This is an optimization exercise on Yosys and OpenROAD, whose aim is small area, a short achievable clock period and few clock cycles, not a production implementation. At most, simulation tests tie the RTL to the original design; equivalence was not proved. For run 1, only the layout was checked, not whether the RTL still works. Power and IR drop assume default switching activity.

==> flow/config.mk <==
export PLATFORM = sky130hd
export DESIGN_NAME = energy_vad_endpoint_detector_core
export DESIGN_NICKNAME = energy_vad_endpoint_detector_core
export VERILOG_FILES = /design/flow/design.v
export SDC_FILE = /design/flow/constraint.sdc
export NUM_CORES = 4
export LEC_CHECK = 0
export CAP_MARGIN = 20
export CORE_MARGIN = 2
export CORE_UTILIZATION = 40
export SLEW_MARGIN = 20
==> flow/run.sh <==
#!/bin/bash
# synth_recipe.tcl (not shown) runs the flow's synth.tcl, then flattens the netlist and writes it again
# the make line also repeats each setting of config.mk as NAME=value (left out here)
make -C /OpenROAD-flow-scripts/flow DESIGN_CONFIG=/design/flow/config.mk WORK_HOME=/design/flow/orfs CLKGATE_MAP_FILE= SYNTH_SCRIPT=/design/flow/synth_recipe.tcl finish
==> flow/design.v <==
`timescale 1ns / 1ps
package evad_pkg;
  localparam logic [1:0] OP_SAMPLE = 2'd0;
  localparam logic [1:0] OP_TICK   = 2'd1;
  localparam logic [1:0] OP_OPEN   = 2'd2;
  localparam logic [1:0] OP_STOP   = 2'd3;
  localparam logic [2:0] CFG_LOUD_MEAN_SQUARE = 3'd0;
  localparam logic [2:0] CFG_SPEECH_MIN_TIME  = 3'd1;
  localparam logic [2:0] CFG_SILENCE_END_TIME = 3'd2;
  localparam logic [2:0] CFG_MAX_UTTER_TIME   = 3'd3;
  localparam logic [2:0] CFG_TICK_TIME        = 3'd4;
  localparam logic [30:0] LMS_RESET     = 31'd68719;
  localparam logic [15:0] SPEECH_RESET  = 16'd400;
  localparam logic [15:0] SILENCE_RESET = 16'd900;
  localparam logic [15:0] MAX_RESET     = 16'd20000;
  localparam logic [9:0]  TICK_RESET    = 10'd50;
endpackage
`timescale 1ns / 1ps
module evad_square (
  input  logic [15:0] x,
  input  logic [30:0] nl,
  output logic [32:0] u_a,
  output logic [32:0] u_b
);
  logic        s;
  logic [14:0] y;
  logic p_0_1, p_0_2, p_0_3, p_0_4, p_0_5, p_0_6, p_0_7, p_0_8, p_0_9, p_0_10, p_0_11, p_0_12;
  logic p_0_13, p_0_14, p_1_2, p_1_3, p_1_4, p_1_5, p_1_6, p_1_7, p_1_8, p_1_9, p_1_10, p_1_11;
  logic p_1_12, p_1_13, p_1_14, p_2_3, p_2_4, p_2_5, p_2_6, p_2_7, p_2_8, p_2_9, p_2_10, p_2_11;
  logic p_2_12, p_2_13, p_2_14, p_3_4, p_3_5, p_3_6, p_3_7, p_3_8, p_3_9, p_3_10, p_3_11, p_3_12;
  logic p_3_13, p_3_14, p_4_5, p_4_6, p_4_7, p_4_8, p_4_9, p_4_10, p_4_11, p_4_12, p_4_13, p_4_14;
  logic p_5_6, p_5_7, p_5_8, p_5_9, p_5_10, p_5_11, p_5_12, p_5_13, p_5_14, p_6_7, p_6_8, p_6_9;
  logic p_6_10, p_6_11, p_6_12, p_6_13, p_6_14, p_7_8, p_7_9, p_7_10, p_7_11, p_7_12, p_7_13, p_7_14;
  logic p_8_9, p_8_10, p_8_11, p_8_12, p_8_13, p_8_14, p_9_10, p_9_11, p_9_12, p_9_13, p_9_14, p_10_11;
  logic p_10_12, p_10_13, p_10_14, p_11_12, p_11_13, p_11_14, p_12_13, p_12_14, p_13_14, t_0, t_1, t_2;
  logic t_3, t_4, t_5, t_6, t_7, t_8, t_9, t_10, t_11, t_12, t_13, t_14;
  logic w1, w2, w3, w4, w5, w6, w7, w8, w9, w10, w11, w12;
  logic w13, w14, w15, w16, w17, w18, w19, w20, w21, w22, w23, w24;
  logic w25, w26, w27, w28, w29, w30, w31, w32, w33, w34, w35, w36;
  logic w37, w38, w39, w40, w41, w42, w43, w44, w45, w46, w47, w48;
  logic w49, w50, w51, w52, w53, w54, w55, w56, w57, w58, w59, w60;
  logic w61, w62, w63, w64, w65, w66, w67, w68, w69, w70, w71, w72;
  logic w73, w74, w75, w76, w77, w78, w79, w80, w81, w82, w83, w84;
  logic w85, w86, w87, w88, w89, w90, w91, w92, w93, w94, w95, w96;
  logic w97, w98, w99, w100, w101, w102, w103, w104, w105, w106, w107, w108;
  logic w109, w110, w111, w112, w113, w114, w115, w116, w117, w118, w119, w120;
  logic w121, w122, w123, w124, w125, w126, w127, w128, w129, w130, w131, w132;
  logic w133, w134, w135, w136, w137, w138, w139, w140, w141, w142, w143, w144;
  logic w145, w146, w147, w148, w149, w150, w151, w152, w153, w154, w155, w156;
  logic w157, w158, w159, w160, w161, w162, w163, w164, w165, w166, w167, w168;
  logic w169, w170, w171, w172, w173, w174, w175, w176, w177, w178, w179, w180;
  logic w181, w182, w183, w184, w185, w186, w187, w188, w189, w190, w191, w192;
  logic w193, w194, w195, w196, w197, w198, w199, w200, w201, w202, w203, w204;
  logic w205, w206, w207, w208, w209, w210, w211, w212, w213, w214, w215, w216;
  logic w217, w218, w219, w220, w221, w222, w223, w224, w225, w226, w227, w228;
  logic w229, w230, w231, w232, w233, w234, w235, w236, w237, w238, w239, w240;
  logic w241, w242, w243, w244, w245, w246, w247, w248, w249, w250, w251, w252;
  logic w253, w254, w255, w256, w257, w258, w259, w260, w261, w262, w263, w264;
  logic w265, w266, w267, w268, w269, w270;
  assign s = x[15];
  assign y = x[14:0] ^ {15{s}};
  assign p_0_1 = y[0] & y[1];
  assign p_0_2 = y[0] & y[2];
  assign p_0_3 = y[0] & y[3];
  assign p_0_4 = y[0] & y[4];
  assign p_0_5 = y[0] & y[5];
  assign p_0_6 = y[0] & y[6];
  assign p_0_7 = y[0] & y[7];
  assign p_0_8 = y[0] & y[8];
  assign p_0_9 = y[0] & y[9];
  assign p_0_10 = y[0] & y[10];
  assign p_0_11 = y[0] & y[11];
  assign p_0_12 = y[0] & y[12];
  assign p_0_13 = y[0] & y[13];
  assign p_0_14 = y[0] & y[14];
  assign p_1_2 = y[1] & y[2];
  assign p_1_3 = y[1] & y[3];
  assign p_1_4 = y[1] & y[4];
  assign p_1_5 = y[1] & y[5];
  assign p_1_6 = y[1] & y[6];
  assign p_1_7 = y[1] & y[7];
  assign p_1_8 = y[1] & y[8];
  assign p_1_9 = y[1] & y[9];
  assign p_1_10 = y[1] & y[10];
  assign p_1_11 = y[1] & y[11];
  assign p_1_12 = y[1] & y[12];
  assign p_1_13 = y[1] & y[13];
  assign p_1_14 = y[1] & y[14];
  assign p_2_3 = y[2] & y[3];
  assign p_2_4 = y[2] & y[4];
  assign p_2_5 = y[2] & y[5];
  assign p_2_6 = y[2] & y[6];
  assign p_2_7 = y[2] & y[7];
  assign p_2_8 = y[2] & y[8];
  assign p_2_9 = y[2] & y[9];
  assign p_2_10 = y[2] & y[10];
  assign p_2_11 = y[2] & y[11];
  assign p_2_12 = y[2] & y[12];
  assign p_2_13 = y[2] & y[13];
  assign p_2_14 = y[2] & y[14];
  assign p_3_4 = y[3] & y[4];
  assign p_3_5 = y[3] & y[5];
  assign p_3_6 = y[3] & y[6];
  assign p_3_7 = y[3] & y[7];
  assign p_3_8 = y[3] & y[8];
  assign p_3_9 = y[3] & y[9];
  assign p_3_10 = y[3] & y[10];
  assign p_3_11 = y[3] & y[11];
  assign p_3_12 = y[3] & y[12];
  assign p_3_13 = y[3] & y[13];
  assign p_3_14 = y[3] & y[14];
  assign p_4_5 = y[4] & y[5];
  assign p_4_6 = y[4] & y[6];
  assign p_4_7 = y[4] & y[7];
  assign p_4_8 = y[4] & y[8];
  assign p_4_9 = y[4] & y[9];
  assign p_4_10 = y[4] & y[10];
  assign p_4_11 = y[4] & y[11];
  assign p_4_12 = y[4] & y[12];
  assign p_4_13 = y[4] & y[13];
  assign p_4_14 = y[4] & y[14];
  assign p_5_6 = y[5] & y[6];
  assign p_5_7 = y[5] & y[7];
  assign p_5_8 = y[5] & y[8];
  assign p_5_9 = y[5] & y[9];
  assign p_5_10 = y[5] & y[10];
  assign p_5_11 = y[5] & y[11];
  assign p_5_12 = y[5] & y[12];
  assign p_5_13 = y[5] & y[13];
  assign p_5_14 = y[5] & y[14];
  assign p_6_7 = y[6] & y[7];
  assign p_6_8 = y[6] & y[8];
  assign p_6_9 = y[6] & y[9];
  assign p_6_10 = y[6] & y[10];
  assign p_6_11 = y[6] & y[11];
  assign p_6_12 = y[6] & y[12];
  assign p_6_13 = y[6] & y[13];
  assign p_6_14 = y[6] & y[14];
  assign p_7_8 = y[7] & y[8];
  assign p_7_9 = y[7] & y[9];
  assign p_7_10 = y[7] & y[10];
  assign p_7_11 = y[7] & y[11];
  assign p_7_12 = y[7] & y[12];
  assign p_7_13 = y[7] & y[13];
  assign p_7_14 = y[7] & y[14];
  assign p_8_9 = y[8] & y[9];
  assign p_8_10 = y[8] & y[10];
  assign p_8_11 = y[8] & y[11];
  assign p_8_12 = y[8] & y[12];
  assign p_8_13 = y[8] & y[13];
  assign p_8_14 = y[8] & y[14];
  assign p_9_10 = y[9] & y[10];
  assign p_9_11 = y[9] & y[11];
  assign p_9_12 = y[9] & y[12];
  assign p_9_13 = y[9] & y[13];
  assign p_9_14 = y[9] & y[14];
  assign p_10_11 = y[10] & y[11];
  assign p_10_12 = y[10] & y[12];
  assign p_10_13 = y[10] & y[13];
  assign p_10_14 = y[10] & y[14];
  assign p_11_12 = y[11] & y[12];
  assign p_11_13 = y[11] & y[13];
  assign p_11_14 = y[11] & y[14];
  assign p_12_13 = y[12] & y[13];
  assign p_12_14 = y[12] & y[14];
  assign p_13_14 = y[13] & y[14];
  assign t_0 = y[0] & s;
  assign t_1 = y[1] & s;
  assign t_2 = y[2] & s;
  assign t_3 = y[3] & s;
  assign t_4 = y[4] & s;
  assign t_5 = y[5] & s;
  assign t_6 = y[6] & s;
  assign t_7 = y[7] & s;
  assign t_8 = y[8] & s;
  assign t_9 = y[9] & s;
  assign t_10 = y[10] & s;
  assign t_11 = y[11] & s;
  assign t_12 = y[12] & s;
  assign t_13 = y[13] & s;
  assign t_14 = y[14] & s;
  assign w1 = p_0_13 ^ p_1_12;
  assign w2 = p_0_13 & p_1_12;
  assign w3 = p_0_14 ^ p_1_13;
  assign w4 = p_0_14 & p_1_13;
  assign w5 = p_1_14 ^ p_2_13;
  assign w6 = p_1_14 & p_2_13;
  assign w7 = p_0_7 ^ p_1_6;
  assign w8 = p_0_7 & p_1_6;
  assign w9 = p_0_8 ^ p_1_7;
  assign w10 = p_0_8 & p_1_7;
  assign w11 = p_0_9 ^ p_1_8 ^ p_2_7;
  assign w12 = (p_0_9 & p_1_8) | (p_0_9 & p_2_7) | (p_1_8 & p_2_7);
  assign w13 = p_3_6 ^ p_4_5;
  assign w14 = p_3_6 & p_4_5;
  assign w15 = p_0_10 ^ p_1_9 ^ p_2_8;
  assign w16 = (p_0_10 & p_1_9) | (p_0_10 & p_2_8) | (p_1_9 & p_2_8);
  assign w17 = p_3_7 ^ p_4_6;
  assign w18 = p_3_7 & p_4_6;
  assign w19 = p_0_11 ^ p_1_10 ^ p_2_9;
  assign w20 = (p_0_11 & p_1_10) | (p_0_11 & p_2_9) | (p_1_10 & p_2_9);
  assign w21 = p_3_8 ^ p_4_7 ^ p_5_6;
  assign w22 = (p_3_8 & p_4_7) | (p_3_8 & p_5_6) | (p_4_7 & p_5_6);
  assign w23 = y[6] ^ t_11;
  assign w24 = y[6] & t_11;
  assign w25 = p_0_12 ^ p_1_11 ^ p_2_10;
  assign w26 = (p_0_12 & p_1_11) | (p_0_12 & p_2_10) | (p_1_11 & p_2_10);
  assign w27 = p_3_9 ^ p_4_8 ^ p_5_7;
  assign w28 = (p_3_9 & p_4_8) | (p_3_9 & p_5_7) | (p_4_8 & p_5_7);
  assign w29 = t_12 ^ nl[13];
  assign w30 = t_12 & nl[13];
  assign w31 = w1 ^ p_2_11 ^ p_3_10;
  assign w32 = (w1 & p_2_11) | (w1 & p_3_10) | (p_2_11 & p_3_10);
  assign w33 = p_4_9 ^ p_5_8 ^ p_6_7;
  assign w34 = (p_4_9 & p_5_8) | (p_4_9 & p_6_7) | (p_5_8 & p_6_7);
  assign w35 = y[7] ^ t_13 ^ nl[14];
  assign w36 = (y[7] & t_13) | (y[7] & nl[14]) | (t_13 & nl[14]);
  assign w37 = w2 ^ w3 ^ p_2_12;
  assign w38 = (w2 & w3) | (w2 & p_2_12) | (w3 & p_2_12);
  assign w39 = p_3_11 ^ p_4_10 ^ p_5_9;
  assign w40 = (p_3_11 & p_4_10) | (p_3_11 & p_5_9) | (p_4_10 & p_5_9);
  assign w41 = p_6_8 ^ t_14 ^ nl[15];
  assign w42 = (p_6_8 & t_14) | (p_6_8 & nl[15]) | (t_14 & nl[15]);
  assign w43 = w4 ^ w5 ^ p_3_12;
  assign w44 = (w4 & w5) | (w4 & p_3_12) | (w5 & p_3_12);
  assign w45 = p_4_11 ^ p_5_10 ^ p_6_9;
  assign w46 = (p_4_11 & p_5_10) | (p_4_11 & p_6_9) | (p_5_10 & p_6_9);
  assign w47 = p_7_8 ^ y[8] ^ nl[16];
  assign w48 = (p_7_8 & y[8]) | (p_7_8 & nl[16]) | (y[8] & nl[16]);
  assign w49 = w6 ^ p_2_14 ^ p_3_13;
  assign w50 = (w6 & p_2_14) | (w6 & p_3_13) | (p_2_14 & p_3_13);
  assign w51 = p_4_12 ^ p_5_11 ^ p_6_10;
  assign w52 = (p_4_12 & p_5_11) | (p_4_12 & p_6_10) | (p_5_11 & p_6_10);
  assign w53 = p_7_9 ^ nl[17];
  assign w54 = p_7_9 & nl[17];
  assign w55 = p_3_14 ^ p_4_13 ^ p_5_12;
  assign w56 = (p_3_14 & p_4_13) | (p_3_14 & p_5_12) | (p_4_13 & p_5_12);
  assign w57 = p_6_11 ^ p_7_10 ^ p_8_9;
  assign w58 = (p_6_11 & p_7_10) | (p_6_11 & p_8_9) | (p_7_10 & p_8_9);
  assign w59 = y[9] ^ nl[18];
  assign w60 = y[9] & nl[18];
  assign w61 = p_4_14 ^ p_5_13 ^ p_6_12;
  assign w62 = (p_4_14 & p_5_13) | (p_4_14 & p_6_12) | (p_5_13 & p_6_12);
  assign w63 = p_7_11 ^ p_8_10;
  assign w64 = p_7_11 & p_8_10;
  assign w65 = p_5_14 ^ p_6_13 ^ p_7_12;
  assign w66 = (p_5_14 & p_6_13) | (p_5_14 & p_7_12) | (p_6_13 & p_7_12);
  assign w67 = p_8_11 ^ p_9_10;
  assign w68 = p_8_11 & p_9_10;
  assign w69 = p_6_14 ^ p_7_13;
  assign w70 = p_6_14 & p_7_13;
  assign w71 = p_7_14 ^ p_8_13;
  assign w72 = p_7_14 & p_8_13;
  assign w73 = p_0_3 ^ p_1_2;
  assign w74 = p_0_3 & p_1_2;
  assign w75 = p_0_4 ^ p_1_3;
  assign w76 = p_0_4 & p_1_3;
  assign w77 = p_0_5 ^ p_1_4 ^ p_2_3;
  assign w78 = (p_0_5 & p_1_4) | (p_0_5 & p_2_3) | (p_1_4 & p_2_3);
  assign w79 = y[3] ^ t_5;
  assign w80 = y[3] & t_5;
  assign w81 = p_0_6 ^ p_1_5 ^ p_2_4;
  assign w82 = (p_0_6 & p_1_5) | (p_0_6 & p_2_4) | (p_1_5 & p_2_4);
  assign w83 = t_6 ^ nl[7];
  assign w84 = t_6 & nl[7];
  assign w85 = w7 ^ p_2_5 ^ p_3_4;
  assign w86 = (w7 & p_2_5) | (w7 & p_3_4) | (p_2_5 & p_3_4);
  assign w87 = y[4] ^ t_7 ^ nl[8];
  assign w88 = (y[4] & t_7) | (y[4] & nl[8]) | (t_7 & nl[8]);
  assign w89 = w8 ^ w9 ^ p_2_6;
  assign w90 = (w8 & w9) | (w8 & p_2_6) | (w9 & p_2_6);
  assign w91 = p_3_5 ^ t_8 ^ nl[9];
  assign w92 = (p_3_5 & t_8) | (p_3_5 & nl[9]) | (t_8 & nl[9]);
  assign w93 = w10 ^ w11 ^ w13;
  assign w94 = (w10 & w11) | (w10 & w13) | (w11 & w13);
  assign w95 = y[5] ^ t_9 ^ nl[10];
  assign w96 = (y[5] & t_9) | (y[5] & nl[10]) | (t_9 & nl[10]);
  assign w97 = w12 ^ w14 ^ w15;
  assign w98 = (w12 & w14) | (w12 & w15) | (w14 & w15);
  assign w99 = w17 ^ t_10 ^ nl[11];
  assign w100 = (w17 & t_10) | (w17 & nl[11]) | (t_10 & nl[11]);
  assign w101 = w16 ^ w18 ^ w19;
  assign w102 = (w16 & w18) | (w16 & w19) | (w18 & w19);
  assign w103 = w21 ^ w23 ^ nl[12];
  assign w104 = (w21 & w23) | (w21 & nl[12]) | (w23 & nl[12]);
  assign w105 = w20 ^ w22 ^ w24;
  assign w106 = (w20 & w22) | (w20 & w24) | (w22 & w24);
  assign w107 = w25 ^ w27 ^ w29;
  assign w108 = (w25 & w27) | (w25 & w29) | (w27 & w29);
  assign w109 = w26 ^ w28 ^ w30;
  assign w110 = (w26 & w28) | (w26 & w30) | (w28 & w30);
  assign w111 = w31 ^ w33 ^ w35;
  assign w112 = (w31 & w33) | (w31 & w35) | (w33 & w35);
  assign w113 = w32 ^ w34 ^ w36;
  assign w114 = (w32 & w34) | (w32 & w36) | (w34 & w36);
  assign w115 = w37 ^ w39 ^ w41;
  assign w116 = (w37 & w39) | (w37 & w41) | (w39 & w41);
  assign w117 = w38 ^ w40 ^ w42;
  assign w118 = (w38 & w40) | (w38 & w42) | (w40 & w42);
  assign w119 = w43 ^ w45 ^ w47;
  assign w120 = (w43 & w45) | (w43 & w47) | (w45 & w47);
  assign w121 = w44 ^ w46 ^ w48;
  assign w122 = (w44 & w46) | (w44 & w48) | (w46 & w48);
  assign w123 = w49 ^ w51 ^ w53;
  assign w124 = (w49 & w51) | (w49 & w53) | (w51 & w53);
  assign w125 = w50 ^ w52 ^ w54;
  assign w126 = (w50 & w52) | (w50 & w54) | (w52 & w54);
  assign w127 = w55 ^ w57 ^ w59;
  assign w128 = (w55 & w57) | (w55 & w59) | (w57 & w59);
  assign w129 = w56 ^ w58 ^ w60;
  assign w130 = (w56 & w58) | (w56 & w60) | (w58 & w60);
  assign w131 = w61 ^ w63 ^ nl[19];
  assign w132 = (w61 & w63) | (w61 & nl[19]) | (w63 & nl[19]);
  assign w133 = w62 ^ w64 ^ w65;
  assign w134 = (w62 & w64) | (w62 & w65) | (w64 & w65);
  assign w135 = w67 ^ y[10] ^ nl[20];
  assign w136 = (w67 & y[10]) | (w67 & nl[20]) | (y[10] & nl[20]);
  assign w137 = w66 ^ w68 ^ w69;
  assign w138 = (w66 & w68) | (w66 & w69) | (w68 & w69);
  assign w139 = p_8_12 ^ p_9_11 ^ nl[21];
  assign w140 = (p_8_12 & p_9_11) | (p_8_12 & nl[21]) | (p_9_11 & nl[21]);
  assign w141 = w70 ^ w71 ^ p_9_12;
  assign w142 = (w70 & w71) | (w70 & p_9_12) | (w71 & p_9_12);
  assign w143 = p_10_11 ^ y[11] ^ nl[22];
  assign w144 = (p_10_11 & y[11]) | (p_10_11 & nl[22]) | (y[11] & nl[22]);
  assign w145 = w72 ^ p_8_14 ^ p_9_13;
  assign w146 = (w72 & p_8_14) | (w72 & p_9_13) | (p_8_14 & p_9_13);
  assign w147 = p_10_12 ^ nl[23];
  assign w148 = p_10_12 & nl[23];
  assign w149 = p_9_14 ^ p_10_13 ^ p_11_12;
  assign w150 = (p_9_14 & p_10_13) | (p_9_14 & p_11_12) | (p_10_13 & p_11_12);
  assign w151 = y[12] ^ nl[24];
  assign w152 = y[12] & nl[24];
  assign w153 = p_10_14 ^ p_11_13;
  assign w154 = p_10_14 & p_11_13;
  assign w155 = p_11_14 ^ p_12_13;
  assign w156 = p_11_14 & p_12_13;
  assign w157 = p_0_1 ^ y[1];
  assign w158 = p_0_1 & y[1];
  assign w159 = p_0_2 ^ t_2;
  assign w160 = p_0_2 & t_2;
  assign w161 = w73 ^ y[2] ^ t_3;
  assign w162 = (w73 & y[2]) | (w73 & t_3) | (y[2] & t_3);
  assign w163 = w74 ^ w75 ^ t_4;
  assign w164 = (w74 & w75) | (w74 & t_4) | (w75 & t_4);
  assign w165 = w76 ^ w77 ^ w79;
  assign w166 = (w76 & w77) | (w76 & w79) | (w77 & w79);
  assign w167 = w78 ^ w80 ^ w81;
  assign w168 = (w78 & w80) | (w78 & w81) | (w80 & w81);
  assign w169 = w82 ^ w84 ^ w85;
  assign w170 = (w82 & w84) | (w82 & w85) | (w84 & w85);
  assign w171 = w86 ^ w88 ^ w89;
  assign w172 = (w86 & w88) | (w86 & w89) | (w88 & w89);
  assign w173 = w90 ^ w92 ^ w93;
  assign w174 = (w90 & w92) | (w90 & w93) | (w92 & w93);
  assign w175 = w94 ^ w96 ^ w97;
  assign w176 = (w94 & w96) | (w94 & w97) | (w96 & w97);
  assign w177 = w98 ^ w100 ^ w101;
  assign w178 = (w98 & w100) | (w98 & w101) | (w100 & w101);
  assign w179 = w102 ^ w104 ^ w105;
  assign w180 = (w102 & w104) | (w102 & w105) | (w104 & w105);
  assign w181 = w106 ^ w108 ^ w109;
  assign w182 = (w106 & w108) | (w106 & w109) | (w108 & w109);
  assign w183 = w110 ^ w112 ^ w113;
  assign w184 = (w110 & w112) | (w110 & w113) | (w112 & w113);
  assign w185 = w114 ^ w116 ^ w117;
  assign w186 = (w114 & w116) | (w114 & w117) | (w116 & w117);
  assign w187 = w118 ^ w120 ^ w121;
  assign w188 = (w118 & w120) | (w118 & w121) | (w120 & w121);
  assign w189 = w122 ^ w124 ^ w125;
  assign w190 = (w122 & w124) | (w122 & w125) | (w124 & w125);
  assign w191 = w126 ^ w128 ^ w129;
  assign w192 = (w126 & w128) | (w126 & w129) | (w128 & w129);
  assign w193 = w130 ^ w132 ^ w133;
  assign w194 = (w130 & w132) | (w130 & w133) | (w132 & w133);
  assign w195 = w134 ^ w136 ^ w137;
  assign w196 = (w134 & w136) | (w134 & w137) | (w136 & w137);
  assign w197 = w138 ^ w140 ^ w141;
  assign w198 = (w138 & w140) | (w138 & w141) | (w140 & w141);
  assign w199 = w142 ^ w144 ^ w145;
  assign w200 = (w142 & w144) | (w142 & w145) | (w144 & w145);
  assign w201 = w146 ^ w148 ^ w149;
  assign w202 = (w146 & w148) | (w146 & w149) | (w148 & w149);
  assign w203 = w150 ^ w152 ^ w153;
  assign w204 = (w150 & w152) | (w150 & w153) | (w152 & w153);
  assign w205 = w154 ^ w155 ^ y[13];
  assign w206 = (w154 & w155) | (w154 & y[13]) | (w155 & y[13]);
  assign w207 = w156 ^ p_12_14;
  assign w208 = w156 & p_12_14;
  assign w209 = p_13_14 ^ y[14];
  assign w210 = p_13_14 & y[14];
  assign w211 = y[0] ^ s;
  assign w212 = y[0] & s;
  assign w213 = t_0 ^ nl[1];
  assign w214 = t_0 & nl[1];
  assign w215 = w157 ^ t_1 ^ nl[2];
  assign w216 = (w157 & t_1) | (w157 & nl[2]) | (t_1 & nl[2]);
  assign w217 = w158 ^ w159 ^ nl[3];
  assign w218 = (w158 & w159) | (w158 & nl[3]) | (w159 & nl[3]);
  assign w219 = w160 ^ w161 ^ nl[4];
  assign w220 = (w160 & w161) | (w160 & nl[4]) | (w161 & nl[4]);
  assign w221 = w162 ^ w163 ^ nl[5];
  assign w222 = (w162 & w163) | (w162 & nl[5]) | (w163 & nl[5]);
  assign w223 = w164 ^ w165 ^ nl[6];
  assign w224 = (w164 & w165) | (w164 & nl[6]) | (w165 & nl[6]);
  assign w225 = w166 ^ w167 ^ w83;
  assign w226 = (w166 & w167) | (w166 & w83) | (w167 & w83);
  assign w227 = w168 ^ w169 ^ w87;
  assign w228 = (w168 & w169) | (w168 & w87) | (w169 & w87);
  assign w229 = w170 ^ w171 ^ w91;
  assign w230 = (w170 & w171) | (w170 & w91) | (w171 & w91);
  assign w231 = w172 ^ w173 ^ w95;
  assign w232 = (w172 & w173) | (w172 & w95) | (w173 & w95);
  assign w233 = w174 ^ w175 ^ w99;
  assign w234 = (w174 & w175) | (w174 & w99) | (w175 & w99);
  assign w235 = w176 ^ w177 ^ w103;
  assign w236 = (w176 & w177) | (w176 & w103) | (w177 & w103);
  assign w237 = w178 ^ w179 ^ w107;
  assign w238 = (w178 & w179) | (w178 & w107) | (w179 & w107);
  assign w239 = w180 ^ w181 ^ w111;
  assign w240 = (w180 & w181) | (w180 & w111) | (w181 & w111);
  assign w241 = w182 ^ w183 ^ w115;
  assign w242 = (w182 & w183) | (w182 & w115) | (w183 & w115);
  assign w243 = w184 ^ w185 ^ w119;
  assign w244 = (w184 & w185) | (w184 & w119) | (w185 & w119);
  assign w245 = w186 ^ w187 ^ w123;
  assign w246 = (w186 & w187) | (w186 & w123) | (w187 & w123);
  assign w247 = w188 ^ w189 ^ w127;
  assign w248 = (w188 & w189) | (w188 & w127) | (w189 & w127);
  assign w249 = w190 ^ w191 ^ w131;
  assign w250 = (w190 & w191) | (w190 & w131) | (w191 & w131);
  assign w251 = w192 ^ w193 ^ w135;
  assign w252 = (w192 & w193) | (w192 & w135) | (w193 & w135);
  assign w253 = w194 ^ w195 ^ w139;
  assign w254 = (w194 & w195) | (w194 & w139) | (w195 & w139);
  assign w255 = w196 ^ w197 ^ w143;
  assign w256 = (w196 & w197) | (w196 & w143) | (w197 & w143);
  assign w257 = w198 ^ w199 ^ w147;
  assign w258 = (w198 & w199) | (w198 & w147) | (w199 & w147);
  assign w259 = w200 ^ w201 ^ w151;
  assign w260 = (w200 & w201) | (w200 & w151) | (w201 & w151);
  assign w261 = w202 ^ w203 ^ nl[25];
  assign w262 = (w202 & w203) | (w202 & nl[25]) | (w203 & nl[25]);
  assign w263 = w204 ^ w205 ^ nl[26];
  assign w264 = (w204 & w205) | (w204 & nl[26]) | (w205 & nl[26]);
  assign w265 = w206 ^ w207 ^ nl[27];
  assign w266 = (w206 & w207) | (w206 & nl[27]) | (w207 & nl[27]);
  assign w267 = w208 ^ w209 ^ nl[28];
  assign w268 = (w208 & w209) | (w208 & nl[28]) | (w209 & nl[28]);
  assign w269 = w210 ^ nl[29];
  assign w270 = w210 & nl[29];
  assign u_a = {1'b0, 1'b0, w270, w268, w266, w264, w262, w260, w258, w256, w254, w252, w250, w248, w246, w244, w242, w240, w238, w236, w234, w232, w230, w228, w226, w224, w222, w220, w218, w216, w214, w212, w211};
  assign u_b = {1'b0, 1'b0, nl[30], w269, w267, w265, w263, w261, w259, w257, w255, w253, w251, w249, w247, w245, w243, w241, w239, w237, w235, w233, w231, w229, w227, w225, w223, w221, w219, w217, w215, w213, nl[0]};
endmodule
`timescale 1ns / 1ps
import evad_pkg::*;
module energy_vad_endpoint_detector_core (
  input  logic        clk,
  input  logic        rst,
  input  logic        s_tvalid,
  output logic        s_tready,
  input  logic [15:0] s_tdata,
  input  logic [1:0]  s_tuser,
  input  logic        s_tlast,
  output logic        m_tvalid,
  input  logic        m_tready,
  output logic [7:0]  m_tdata,
  input  logic        cfg_we,
  input  logic [2:0]  cfg_index,
  input  logic [30:0] cfg_wdata
);
  logic [30:0] nlms;          
  logic [15:0] speech_min;
  logic [15:0] silence_end;
  logic [15:0] max_utter;
  logic [9:0]  tick;
  logic        wr_lms;
  assign wr_lms = cfg_we && (cfg_index == CFG_LOUD_MEAN_SQUARE);
  always_ff @(posedge clk) begin
    if (rst) begin
      nlms        <= ~LMS_RESET;
      speech_min  <= SPEECH_RESET;
      silence_end <= SILENCE_RESET;
      max_utter   <= MAX_RESET;
      tick        <= TICK_RESET;
    end else if (cfg_we) begin
      case (cfg_index)
        CFG_LOUD_MEAN_SQUARE: nlms        <= ~cfg_wdata;
        CFG_SPEECH_MIN_TIME:  speech_min  <= cfg_wdata[15:0];
        CFG_SILENCE_END_TIME: silence_end <= cfg_wdata[15:0];
        CFG_MAX_UTTER_TIME:   max_utter   <= cfg_wdata[15:0];
        CFG_TICK_TIME:        tick        <= cfg_wdata[9:0];
        default: ;
      endcase
    end
  end
  logic [15:0] x0;
  logic [1:0]  op0;
  logic        last0;
  logic        v0;
  logic        accept;
  assign accept = s_tvalid && s_tready;
  always_ff @(posedge clk) begin
    x0    <= s_tdata;
    op0   <= s_tuser;
    last0 <= s_tlast;
    v0    <= !rst && accept;
  end
  logic [32:0] sq_a, sq_b;    
  logic [43:0] a1;
  logic [30:0] b1;
  logic [1:0]  op1;
  logic        last1;
  logic        v1;
  evad_square u_square (
    .x  (x0),
    .nl  (nlms),
    .u_a (sq_a),
    .u_b (sq_b)
  );
  logic        pass_a, pass_b, dirty;
  logic [3:0]  step;
  logic        step_last;
  logic        corr_start, restart;
  logic        busy_n;          
  logic [12:0] count;
  assign step_last  = (step == 4'd12);
  assign corr_start = wr_lms && !pass_a && !pass_b && (count != '0);
  assign restart    = pass_b && step_last && (dirty || wr_lms);
  assign busy_n     = !corr_start && !pass_a && !(pass_b && !(step_last && !restart));
  always_ff @(posedge clk) begin
    op1   <= op0;
    last1 <= last0;
    v1    <= !rst && v0;
    if (corr_start)                    a1 <= {13'd0, ~nlms};
    else if (pass_a && step_last)      a1 <= {13'h1FFF, nlms};
    else if (restart)                  a1 <= {13'd0, ~a1[42:12]};
    else if (pass_a)                   a1 <= {a1[42:0], 1'b0};
    else if (pass_b)                   a1 <= {a1[42:0], 1'b1};
    else                               a1 <= {13'd0, sq_a[30:0]};
    b1 <= busy_n ? sq_b[30:0] : 31'd0;
  end
  always_ff @(posedge clk) begin
    if (rst) begin
      pass_a <= 1'b0;
      pass_b <= 1'b0;
      dirty  <= 1'b0;
      step   <= '0;
    end else begin
      if (corr_start || restart) begin
        pass_a <= 1'b1;
        pass_b <= 1'b0;
        step   <= '0;
      end else if (pass_a && step_last) begin
        pass_a <= 1'b0;
        pass_b <= 1'b1;
        step   <= '0;
      end else if (pass_b && step_last) begin
        pass_b <= 1'b0;
        step   <= '0;
      end else if (pass_a || pass_b) begin
        step   <= step + 4'd1;
      end
      if (pass_b && step_last) dirty <= 1'b0;
      else if (wr_lms && (pass_b || (pass_a && step_last))) dirty <= 1'b1;
    end
  end
  logic [43:0] acc_e;
  logic [43:0] sum_e;
  logic        add_c;
  logic [43:0] k_add;
  logic [43:0] cs1_s, cs1_c, cs2_s, cs2_c;
  logic        level;
  logic        level_next;
  logic        smp1;
  logic        busy;
  logic        count_bit;
  assign busy  = pass_a || pass_b;
  assign smp1  = v1 && (op1 == OP_SAMPLE);
  assign add_c = busy ? pass_b : 1'b1;
  assign k_add = busy ? 44'd0 : {13'h1FFF, 31'd0};    
  assign cs1_s = acc_e ^ a1 ^ 44'(b1);
  assign cs1_c = (acc_e & a1) | (acc_e & 44'(b1)) | (a1 & 44'(b1));
  assign cs2_s = cs1_s ^ {cs1_c[42:0], add_c} ^ k_add;
  assign cs2_c = (cs1_s & {cs1_c[42:0], add_c}) | (cs1_s & k_add) | ({cs1_c[42:0], add_c} & k_add);
  assign sum_e = cs2_s + {cs2_c[42:0], 1'b0};
  assign count_bit = count[step];
  always_comb begin
    level_next = level;
    if (smp1 && last1) level_next = count[12] ? !acc_e[43] : !sum_e[43];
  end
  always_ff @(posedge clk) begin
    if (rst) begin
      acc_e <= '1;
      count <= '0;
      level <= 1'b0;
    end else if (busy) begin
      if (count_bit) acc_e <= sum_e;
    end else if (smp1) begin
      level <= level_next;
      if (last1) begin
        acc_e <= '1;
        count <= '0;
      end else if (!count[12]) begin
        acc_e <= sum_e;
        count <= count + 13'd1;
      end
    end
  end
  logic        turn_open, heard, ended;
  logic [15:0] speech_time, quiet_time;
  logic [16:0] speech_sum, quiet_sum;
  logic        ge_smin, ge_sil, ge_max_loud, ge_max_quiet;
  logic        open_next, heard_next, ended_next;
  logic [15:0] speech_next, quiet_next;
  logic        endpoint, cause, forward;
  function automatic logic ge_sum2(input logic [16:0] a, input logic [16:0] b,
                                   input logic [16:0] c);
    logic [18:0] s, k, d;
    s = 19'(a) ^ 19'(b) ^ ~(19'(c));
    k = (19'(a) & 19'(b)) | (19'(a) & ~(19'(c))) | (19'(b) & ~(19'(c)));
    d = s + {k[17:0], 1'b1};
    ge_sum2 = ~d[18];
  endfunction
  function automatic logic ge_sum3(input logic [16:0] a, input logic [16:0] b,
                                   input logic [16:0] t, input logic [16:0] c);
    logic [18:0] s1, k1, s2, k2, d;
    s1 = 19'(a) ^ 19'(b) ^ 19'(t);
    k1 = (19'(a) & 19'(b)) | (19'(a) & 19'(t)) | (19'(b) & 19'(t));
    s2 = s1 ^ {k1[17:0], 1'b0} ^ ~(19'(c));
    k2 = (s1 & {k1[17:0], 1'b0}) | (s1 & ~(19'(c))) | ({k1[17:0], 1'b0} & ~(19'(c)));
    d = s2 + {k2[17:0], 1'b1};
    ge_sum3 = ~d[18];
  endfunction
  assign speech_sum   = 17'(speech_time) + 17'(tick);
  assign quiet_sum    = 17'(quiet_time) + 17'(tick);
  assign ge_smin      = ge_sum2(17'(speech_time), 17'(tick), 17'(speech_min));
  assign ge_sil       = ge_sum2(17'(quiet_time), 17'(tick), 17'(silence_end));
  assign ge_max_loud  = ge_sum2(17'(speech_time), 17'(tick), 17'(max_utter));
  assign ge_max_quiet = ge_sum3(17'(speech_time), 17'(quiet_time), 17'(tick),
                                17'(max_utter));
  always_comb begin
    open_next   = turn_open;
    heard_next  = heard;
    ended_next  = ended;
    speech_next = speech_time;
    quiet_next  = quiet_time;
    endpoint    = 1'b0;
    cause       = 1'b0;
    forward     = 1'b0;
    case (op1)
      OP_SAMPLE: forward = turn_open;
      OP_TICK: begin
        if (turn_open && !ended) begin
          if (level) begin
            speech_next = speech_sum[16] ? 16'hFFFF : speech_sum[15:0];
            quiet_next  = '0;
            if (ge_smin) heard_next = 1'b1;
            if (ge_max_loud) begin
              ended_next = 1'b1;
              endpoint   = 1'b1;
              cause      = 1'b1;
            end
          end else begin
            quiet_next = quiet_sum[16] ? 16'hFFFF : quiet_sum[15:0];
            if (heard && ge_sil) begin
              ended_next = 1'b1;
              endpoint   = 1'b1;
            end else if (ge_max_quiet) begin
              ended_next = 1'b1;
              endpoint   = 1'b1;
              cause      = 1'b1;
            end
          end
        end
      end
      OP_OPEN: begin
        speech_next = '0;
        quiet_next  = '0;
        heard_next  = 1'b0;
        ended_next  = 1'b0;
        open_next   = 1'b1;
      end
      default: open_next = 1'b0;
    endcase
  end
  always_ff @(posedge clk) begin
    if (rst) begin
      turn_open   <= 1'b0;
      heard       <= 1'b0;
      ended       <= 1'b0;
      speech_time <= '0;
      quiet_time  <= '0;
    end else if (v1) begin
      turn_open   <= open_next;
      heard       <= heard_next;
      ended       <= ended_next;
      speech_time <= speech_next;
      quiet_time  <= quiet_next;
    end
  end
  logic [5:0] res;
  logic [5:0] q0, q1, q2;
  logic [1:0] qc;
  logic [5:0] m_flags;
  logic       out_free;
  logic       take;
  logic [2:0] inflight, inflight_next;
  assign res      = {heard_next, forward, open_next, level_next, cause, endpoint};
  assign out_free = !m_tvalid || m_tready;
  assign take     = m_tvalid && m_tready;
  assign m_tdata  = {2'b00, m_flags};
  always_ff @(posedge clk) begin
    if (out_free) begin
      if (qc != 2'd0) begin
        m_flags <= q0;
        q0 <= q1;
        q1 <= q2;
        if (v1) begin
          case (qc)
            2'd1:    q0 <= res;
            2'd2:    q1 <= res;
            default: q2 <= res;
          endcase
        end
      end else begin
        m_flags <= res;
      end
    end else if (v1) begin
      case (qc)
        2'd0:    q0 <= res;
        2'd1:    q1 <= res;
        default: q2 <= res;
      endcase
    end
  end
  always_ff @(posedge clk) begin
    if (rst) begin
      m_tvalid <= 1'b0;
      qc       <= '0;
    end else if (out_free) begin
      if (qc != 2'd0) begin
        m_tvalid <= 1'b1;
        qc       <= qc - 2'd1 + 2'(v1);
      end else begin
        m_tvalid <= v1;
      end
    end else if (v1) begin
      qc <= qc + 2'd1;
    end
  end
  assign inflight_next = inflight + 3'(accept) - 3'(take);
  always_ff @(posedge clk) begin
    if (rst) begin
      inflight <= '0;
      s_tready <= 1'b0;
    end else begin
      inflight <= inflight_next;
      s_tready <= (inflight_next <= 3'd3) && !corr_start && !(busy && !(pass_b && step_last && !restart));
    end
  end
endmodule
==> flow/constraint.sdc <==
create_clock -name core_clock -period 10.0 [get_ports {clk}]
set_input_delay 2.0000 -clock core_clock [delete_from_list [all_inputs] [get_ports {clk}]]
set_output_delay 2.0000 -clock core_clock [all_outputs]
set_load 0.01 [all_outputs]
==> summary.txt, run 1 <==
CP Cell Sequence ha_1 -> or2_2 -> fa_1 -> inv_1 -> fa_1 -> inv_1 -> fa_1 -> inv_1 -> fa_1 -> nand2_1 -> and3_1 -> a21oi_1 -> a211oi_1 -> a21oi_1; Synth area leaders dfxtp_1, fa_1, ha_1; Sink Count between 300 and 400; Critical Path End a1[21]; vias per inst roughly 5.3; Worst EP arrival between 4 and 5 ns; die height approximately 250 microns; CTS root buf clkbuf_16; r2r endpoint a1[21]; Die Area 63100 sq um; Max Fclk about 0.22 GHz; Residual DRC 0; Final Cycle Share a little under half; I/O Pins 68; Crit. Startpoint x0[15]; Tmin final approximately 4.5 ns; setup total negative slack 0 ns; CP max stage delay approximately 0.70 ns; dominant cell type by area after synthesis dfxtp_1; RSZ-0062 raised after global routing false; core area about 60000 sq um; Worst R2R Start x0[15]; Final #Nets 3392; post-synthesis sequential area ratio between 20% and 30%; commonest cells after routing, fill and taps aside inv_1, nand2_1, dfxtp_1, ha_1, a21oi_1; status no timing/DRC/antenna violations; initial drt markers 1493; worst hold path class reg -> reg; H-Tree Depth 2; CTS tree done; post-route ant nets 0; r2r setup slk roughly 5.5 ns; row cnt 90; routed wire length roughly 64000 microns; slowest CP cell dfxtp_1; via count 19.5k; commonest non-fill, non-tap cell in the layout inv_1; Skew-Pair Late Insertion Delay roughly 0.57 ns; Cell Pwr Density roughly 270 nW/um^2; vias in the first global route about 19k; CP startpoint kind flop; Max FO, Critical Path 16; critical path class reg -> reg; Buffers & Inverters on Critical Path 3; Layout area overhead 10.9%; #FFs+latches synth 319; Ys Warns 1; Bufs on Longest Clock Path 3; worst path required time around 10 ns; # setup viols final 0; top cell type's share of synthesized area 24.2%; worst hold stages 0; drt first pass iters 6; global-route wire length before repair 103000 microns; # diodes 0; stages on the worst setup path 14; post-CTS setup buffers 0; max_slew headroom 28.7%; Avg WL per Cell 17.4 microns; Synth Area per Inst between 8 and 9 sq um; Critical Path End Type flop; Die X 251 microns; WHS approximately 0.33 ns; Reg2Reg Depth 14; cts hold-fix bufs 0; total of cells resized after clock tree synthesis 0; VDD IR max about 0.21 mV; max_cap viols 0; Num CTS Buffers 38; total leakage power about 13 nW; routability cong. a little under 0.9; slew of the pin with the lowest slew margin between 1 and 1.5 ns; initial antenna violation count 0; largest net degree at the start of global routing 61; port bufs between 60 and 70; global-route usage over all layers 20.3%; max-slew violations 0; Top cell by count, worst path fa_1; Clock transition at path regs around 0.060 ns; DP Wirelength 49500 microns; ys async rst share 0%; top_reg_cell synth dfxtp_1; global route total overflow 0; delay-heaviest family, CP adder cells; unique cell type count in the Yosys netlist 71; Initial Utilization between 40% and 50%; Post-synth EDFFs 24; post-synthesis cell count 2887; layout cell share with drive strength beyond 1 4.98%; Clock Skews 0.0121 ns; endpoints failing hold 0; synthesized area between 20000 and 25000 sq um
-- registers in the layout (all words and copies together), names as in the netlist, 2 cells and up --
name / flops
inflight: 3
op1: 2
step: 4
speech_time: 16
b1: 31
quiet_time: 16
qc: 2
count: 13
acc_e: 44
op0: 2
m_flags: 6
q2: 6
speech_min: 16
max_utter: 16
q1: 6
tick: 10
nlms: 31
x0: 16
q0: 6
silence_end: 16
a1: 44
-- through the flow --
stage | instance area (sq um) | utilization (%) | setup WS [ns] | total power [W] | instances
after floorplan | 24400 | - | 5.81 | 0.00469 | 2888
after global routing | 27100 | 44.9 | 5.17 | 0.00798 | 3694
final | 27100 | 44.9 | 5.47 | 0.00738 | 3694
after detailed placement | 25700 | 42.5 | 5.25 | 0.00574 | 3625
after CTS | 27100 | 44.8 | 5.46 | 0.00735 | 3694
after global placement | 25700 | 42.5 | 5.41 | 0.00570 | 3625
-- area by class of cell --
cell class,count,area (sq um)
fill,5938,33300
inverter,450,1690
clock inverter,22,348
multi-input combinational,1995,15600
timing repair buffer,79,753
tap,782,978
sequential,319,6630
clock buffer,47,1060
-- Yosys cell counts, drive strengths merged (44+ instances only) --
cell	count
inv	450
nand2	320
dfxtp	295
ha	246
a21oi	239
nor2	225
fa	205
o21ai	114
clkbuf	110
or2	50
nand3	45
a211oi	44
-- cells by family (layout without fill, tap and decap cells) --
| kind of cell | count (synthesis) | after routing | share of synthesized area, % |
|---|---|---|---|
| simple gates | 875 | 875 | 16.6 |
| compound gates | 584 | 584 | 14.5 |
| buf+inv | 574 | 598 | 8.98 |
| fa+ha+maj | 451 | 451 | 29.4 |
| flops | 319 | 319 | 27.1 |
| xor+xnor | 68 | 68 | 2.44 |
| mux | 15 | 15 | 0.886 |
| other cells | 1 | 2 | 0.0154 |
-- metal layers --
metal	vias to the layer above	track usage, %	share of wire (%)	routed length [microns]
met1	9413	29.9	48	31000
met4	0	5.31	2.4	1560
met5	-	0	0	0
met2	550	31.6	44	28100
li1	9467	-	-	-
met3	88	2.51	5.4	3460
-- how the worst min path moves through the flow --
stage	from	to	slack, ns
finish	last0	last1	0.33
global route	last0	last1	0.34
CTS	last0	last1	0.34
detailed placement	last0	last1	0.32
global placement	last0	last1	0.32
floorplan	last0	last1	0.31
-- worst register-to-register path, delay by kind of cell, from the launching register on --
family,cells,cell delay [ns]
compound gates,3,0.42
fa+ha+maj,5,2.51
simple gates,3,0.62
flops,1,0.70
buf+inv,3,0.16
-- where the power goes --
part	leakage (nW)	switching, W	internal (W)	total [W]
clock network	0.677	0.000600	0.000962	0.00156
registers	2.65	0.000116	0.00149	0.00161
logic	9.19	0.00249	0.00172	0.00421
==> run 2, diff against run 1 <==
--- a/flow/design.v
+++ b/flow/design.v
@@ -17,13 +17,12 @@
 endpackage
 `timescale 1ns / 1ps
 module evad_square (
-  input  logic [15:0] x,
+  input  logic [14:0] y,       
+  input  logic        s,       
   input  logic [30:0] nl,
   output logic [32:0] u_a,
   output logic [32:0] u_b
 );
-  logic        s;
-  logic [14:0] y;
   logic p_0_1, p_0_2, p_0_3, p_0_4, p_0_5, p_0_6, p_0_7, p_0_8, p_0_9, p_0_10, p_0_11, p_0_12;
   logic p_0_13, p_0_14, p_1_2, p_1_3, p_1_4, p_1_5, p_1_6, p_1_7, p_1_8, p_1_9, p_1_10, p_1_11;
   logic p_1_12, p_1_13, p_1_14, p_2_3, p_2_4, p_2_5, p_2_6, p_2_7, p_2_8, p_2_9, p_2_10, p_2_11;
@@ -57,8 +56,6 @@
   logic w241, w242, w243, w244, w245, w246, w247, w248, w249, w250, w251, w252;
   logic w253, w254, w255, w256, w257, w258, w259, w260, w261, w262, w263, w264;
   logic w265, w266, w267, w268, w269, w270;
-  assign s = x[15];
-  assign y = x[14:0] ^ {15{s}};
   assign p_0_1 = y[0] & y[1];
   assign p_0_2 = y[0] & y[2];
   assign p_0_3 = y[0] & y[3];
@@ -494,14 +491,16 @@
       endcase
     end
   end
-  logic [15:0] x0;
+  logic [14:0] y0;            
+  logic        s0;            
   logic [1:0]  op0;
   logic        last0;
   logic        v0;
   logic        accept;
   assign accept = s_tvalid && s_tready;
   always_ff @(posedge clk) begin
-    x0    <= s_tdata;
+    y0    <= s_tdata[14:0] ^ {15{s_tdata[15]}};
+    s0    <= s_tdata[15];
     op0   <= s_tuser;
     last0 <= s_tlast;
     v0    <= !rst && accept;
@@ -513,7 +512,8 @@
   logic        last1;
   logic        v1;
   evad_square u_square (
-    .x  (x0),
+    .y   (y0),
+    .s   (s0),
     .nl  (nlms),
     .u_a (sq_a),
     .u_b (sq_b)
@@ -583,7 +583,13 @@
   assign cs1_c = (acc_e & a1) | (acc_e & 44'(b1)) | (a1 & 44'(b1));
   assign cs2_s = cs1_s ^ {cs1_c[42:0], add_c} ^ k_add;
   assign cs2_c = (cs1_s & {cs1_c[42:0], add_c}) | (cs1_s & k_add) | ({cs1_c[42:0], add_c} & k_add);
-  assign sum_e = cs2_s + {cs2_c[42:0], 1'b0};
+  evad_add #(
+    .W (44)
+  ) u_add_e (
+    .a (cs2_s),
+    .b ({cs2_c[42:0], 1'b0}),
+    .s (sum_e)
+  );
   assign count_bit = count[step];
   always_comb begin
     level_next = level;
@@ -609,8 +615,10 @@
   end
   logic        turn_open, heard, ended;
   logic [15:0] speech_time, quiet_time;
-  logic [16:0] speech_sum, quiet_sum;
-  logic        ge_smin, ge_sil, ge_max_loud, ge_max_quiet;
+  logic [15:0] time_base, time_thr, time_other;
+  logic [16:0] time_sum;
+  logic [15:0] time_sat;
+  logic        ge_thr, ge_max;
   logic        open_next, heard_next, ended_next;
   logic [15:0] speech_next, quiet_next;
   logic        endpoint, cause, forward;
@@ -632,13 +640,14 @@
     d = s2 + {k2[17:0], 1'b1};
     ge_sum3 = ~d[18];
   endfunction
-  assign speech_sum   = 17'(speech_time) + 17'(tick);
-  assign quiet_sum    = 17'(quiet_time) + 17'(tick);
-  assign ge_smin      = ge_sum2(17'(speech_time), 17'(tick), 17'(speech_min));
-  assign ge_sil       = ge_sum2(17'(quiet_time), 17'(tick), 17'(silence_end));
-  assign ge_max_loud  = ge_sum2(17'(speech_time), 17'(tick), 17'(max_utter));
-  assign ge_max_quiet = ge_sum3(17'(speech_time), 17'(quiet_time), 17'(tick),
-                                17'(max_utter));
+  assign time_base  = level ? speech_time : quiet_time;
+  assign time_thr   = level ? speech_min : silence_end;
+  assign time_other = level ? 16'd0 : speech_time;
+  assign time_sum   = 17'(time_base) + 17'(tick);
+  assign time_sat   = time_sum[16] ? 16'hFFFF : time_sum[15:0];
+  assign ge_thr     = ge_sum2(17'(time_base), 17'(tick), 17'(time_thr));
+  assign ge_max     = ge_sum3(17'(time_base), 17'(tick), 17'(time_other),
+                              17'(max_utter));
   always_comb begin
     open_next   = turn_open;
     heard_next  = heard;
@@ -653,24 +662,19 @@
       OP_TICK: begin
         if (turn_open && !ended) begin
           if (level) begin
-            speech_next = speech_sum[16] ? 16'hFFFF : speech_sum[15:0];
+            speech_next = time_sat;
             quiet_next  = '0;
-            if (ge_smin) heard_next = 1'b1;
-            if (ge_max_loud) begin
-              ended_next = 1'b1;
-              endpoint   = 1'b1;
-              cause      = 1'b1;
-            end
+            if (ge_thr) heard_next = 1'b1;
           end else begin
-            quiet_next = quiet_sum[16] ? 16'hFFFF : quiet_sum[15:0];
-            if (heard && ge_sil) begin
-              ended_next = 1'b1;
-              endpoint   = 1'b1;
-            end else if (ge_max_quiet) begin
-              ended_next = 1'b1;
-              endpoint   = 1'b1;
-              cause      = 1'b1;
-            end
+            quiet_next = time_sat;
+          end
+          if (!level && heard && ge_thr) begin
+            ended_next = 1'b1;
+            endpoint   = 1'b1;
+          end else if (ge_max) begin
+            ended_next = 1'b1;
+            endpoint   = 1'b1;
+            cause      = 1'b1;
           end
         end
       end
@@ -760,3 +764,29 @@
     end
   end
 endmodule
+module evad_add #(
+  parameter int W = 44
+) (
+  input  logic [W-1:0] a,
+  input  logic [W-1:0] b,
+  output logic [W-1:0] s
+);
+  localparam int LV = $clog2(W);
+  logic [W-1:0] gp [0:LV];    
+  logic [W-1:0] pp [0:LV];    
+  assign gp[0] = a & b;
+  assign pp[0] = a ^ b;
+  for (genvar l = 0; l < LV; l++) begin : g_level
+    for (genvar i = 0; i < W; i++) begin : g_bit
+      if (((i >> l) & 1) == 1) begin : g_comb
+        localparam int J = ((i >> l) << l) - 1;
+        assign gp[l+1][i] = gp[l][i] | (pp[l][i] & gp[l][J]);
+        assign pp[l+1][i] = pp[l][i] & pp[l][J];
+      end else begin : g_pass
+        assign gp[l+1][i] = gp[l][i];
+        assign pp[l+1][i] = pp[l][i];
+      end
+    end
+  end
+  assign s = (a ^ b) ^ {gp[LV][W-2:0], 1'b0};
+endmodule
==> summary.txt, run 2 <==
status no timing/DRC/antenna violations; total of cells resized after clock tree synthesis 0; routability cong. roughly 0.9; cts hold-fix bufs 0; r2r setup slk between 4 and 5 ns; initial drt markers 1152; Reg2Reg Depth 14; CP Cell Sequence buf_4 -> inv_1 -> nand2_1 -> fa_1 -> fa_1 -> inv_1 -> ha_1 -> a211oi_1 -> o21ai_0 -> a21oi_1 -> o21ai_0 -> a311oi_1 -> a21boi_0 -> mux2_2; Layout area overhead 11.0%; VDD IR max 0.183 mV; Post-synth top cells inv_1, nand2_1, dfxtp_1, a21oi_1, fa_1; Sink Count ~320; Final #Nets a little over 3k; stages on the worst setup path 14; #FFs+latches synth approximately 320; Final Cycle Share between 50% and 60%; unique cell type count in the Yosys netlist 73; dominant cell type by area after synthesis dfxtp_1; combinational share of power about half; Clock Skews around 0.025 ns; vias in the first global route between 15k and 20k; post-CTS setup buffers 0; WHS roughly 0.33 ns; r2r endpoint m_flags[0]; Die X 242 microns; Bufs on Longest Clock Path 3; DP Wirelength ~44000 microns; synthesized area around 23000 sq um; max_slew headroom between 30% and 40%; Clock Power Share between 20% and 30%; Num CTS Buffers 38; setup total negative slack 0 ns; CP startpoint kind flop; worst hold path class reg -> reg; global route total overflow 0; commonest cells after routing, fill and taps aside inv_1, nand2_1, dfxtp_1, a21oi_1, fa_1; met3 Usage GRT 3.11%; Initial Utilization about two fifths; max_cap viols 0; Skew-Pair Late Insertion Delay ~0.57 ns; most used routing layer met2; Worst EP arrival 5.38 ns; # setup viols final 0; Cell Pwr Density ~250 nW/um^2; H-Tree Depth 2; switch share 40.4%; global-route usage over all layers about a fifth; post-route cell area between 20000 and 30000 sq um; row cnt 87; port bufs between 60 and 70; Critical Path End m_flags[0]; Tmin final 5.06 ns; post-synthesis sequential area ratio between 20 and 30%; top_reg_cell synth dfxtp_1; Ys Warns 4; slew of the pin with the lowest slew margin approximately 0.92 ns; Clock transition at path regs 0.06 ns; met1 Use GR between 20% and 30%; RSZ-0062 raised after global routing false; GR met2 Demand/Resource about a third; Worst R2R Start level; Seq pwr share 26.3%; Buffers & Inverters on Critical Path 3; Synth area leaders dfxtp_1, fa_1, ha_1; ys async rst share 0%; routed wire length 59000 microns; Post-synth EDFFs 24; Residual DRC 0; post-route ant nets 0; largest net degree at the start of global routing roughly 120; worst path required time 10.32 ns; initial antenna violation count 0; CTS tree done; Crit. Startpoint level; Pint around 0.0037 W; hold_sp op0[1]; global-route wire length before repair between 90000 and 100000 microns; Die Area just under 60000 sq um; via count roughly 18k; max-slew violations 0; delay-heaviest family, CP compound AO/OA/AOI/OAI gates; Psw about 0.0025 W; layout cell share with drive strength beyond 1 slightly above 4%; die height 242 microns; post-synthesis cell count 2619; total leakage power about 11 nW; Max FO, Critical Path between 40 and 50; DP Area around 24000 sq um; # diodes 0; endpoints failing hold 0; top cell type's share of synthesized area between 20% and 30%; drt first pass iters 5; I/O Pins between 60 and 70; CP max stage delay around 0.56 ns; core area between 50000 and 60000 sq um; vias per inst between 5 and 6; Synth Area per Inst between 8 and 9 sq um; commonest non-fill, non-tap cell in the layout inv_1; CTS root buf clkbuf_16; top-count cell post-synth inv_1; Critical Path End Type flop; Avg WL per Cell roughly 17 microns; critical path class reg -> reg; slowest CP cell buf_4; Max Fclk 0.198 GHz; Largest regs a1 x44, acc_e x44
run 2: per-layer routing:
layer  vias up  part of all wire [%]
met5         -                     0
met4         0                   2.8
met3        84                   5.4
met2       463                    45
met1      8582                    47
li1       8592                     -
run 2: area by class of cell:
cell class / count / area, sq um
multi-input combinational: 1795 / 14100
fill: 5536 / 31000
sequential: 319 / 6630
inverter: 385 / 1450
tap: 756 / 946
timing repair buffer: 82 / 787
clock inverter: 11 / 133
clock buffer: 55 / 1090
run 2: worst register-to-register path: stages, from the launching register on:
cell and delay, ns:
dfxtp_2 0.31, buf_4 0.56, inv_1 0.55, nand2_1 0.19, fa_1 0.46, fa_1 0.55, inv_1 0.04, ha_1 0.26
a211oi_1 0.20, o21ai_0 0.16, a21oi_1 0.32, o21ai_0 0.16, a311oi_1 0.42, a21boi_0 0.29, mux2_2 0.33
run 2: how the worst min path moves through the flow:
| stage | end | slack (ns) | cells past startpoint |
|---|---|---|---|
| after floorplan | last1 | 0.31 | 0 |
| after global placement | last1 | 0.31 | 0 |
| after detailed placement | last1 | 0.32 | 0 |
| after CTS | op1[1] | 0.33 | 0 |
| after global routing | op1[0] | 0.34 | 0 |
| final | op1[1] | 0.33 | 0 |
run 2: power by group through the flow:
stage          registers, W  logic [W]  clock network, W
2_1_floorplan       0.00159    0.00246                 0
3_3_place_gp        0.00166    0.00308                 0
3_5_place_dp        0.00166    0.00317                 0
4_1_cts             0.00163    0.00320           0.00141
5_1_grt             0.00165    0.00368           0.00146
6_report            0.00163    0.00320           0.00138
run 2: per-stage QoR:
stage	std cells	total power, W	worst slack, ns	utilization, %
floorplan	2620	0.00405	5.50	-
global placement	3336	0.00474	5.05	42.6
global route	3403	0.00679	4.49	44.8
detailed placement	3336	0.00483	4.97	42.6
finish	3403	0.00622	4.94	44.8
CTS	3402	0.00625	4.98	44.8
run 2: cells by family after synthesis:
family          share of synthesized area [%]
fa+ha+maj                                26.5
compound gates                           13.6
mux                                      2.37
flops                                    29.2
other cells                            0.0165
simple gates                             17.3
xor+xnor                                 2.47
buf+inv                                  8.54
Testbench counts of run 2, summed over its fixed seeds: cycles 160,134.

static timing again, ports no longer ideal:
The results above use ideal ports. As a check the final layouts listed here were re-extracted and re-timed, cells and wires unchanged.
Step 1 sets driving cells, clkbuf_16 on the clock port and buf_2 on the other inputs (assumed; they add their load-dependent delay and slew).
Step 2 also shifts input and output timing later by t, the mid clock arrival at the registers, as if the neighbouring blocks saw the same clock.
a / b / c = ideal / step 1 / step 2; a / b = the first two.
| run | t, ns | setup slack, ns | worst setup path at the end | worst slew at a driven data input, ns |
|---|---|---|---|---|
| run 1 | 0.621 | 5.466 / 5.466 / 5.277 | input to register | 0.05 |
| run 2 | 0.615 | 4.938 / 4.938 / 4.938 | register to register | 0.05 |
After both steps setup and hold are still met in every run listed. The setup slack of run 1, which loses most, moves by 0.000 ns with the drivers and by -0.189 ns with both steps.
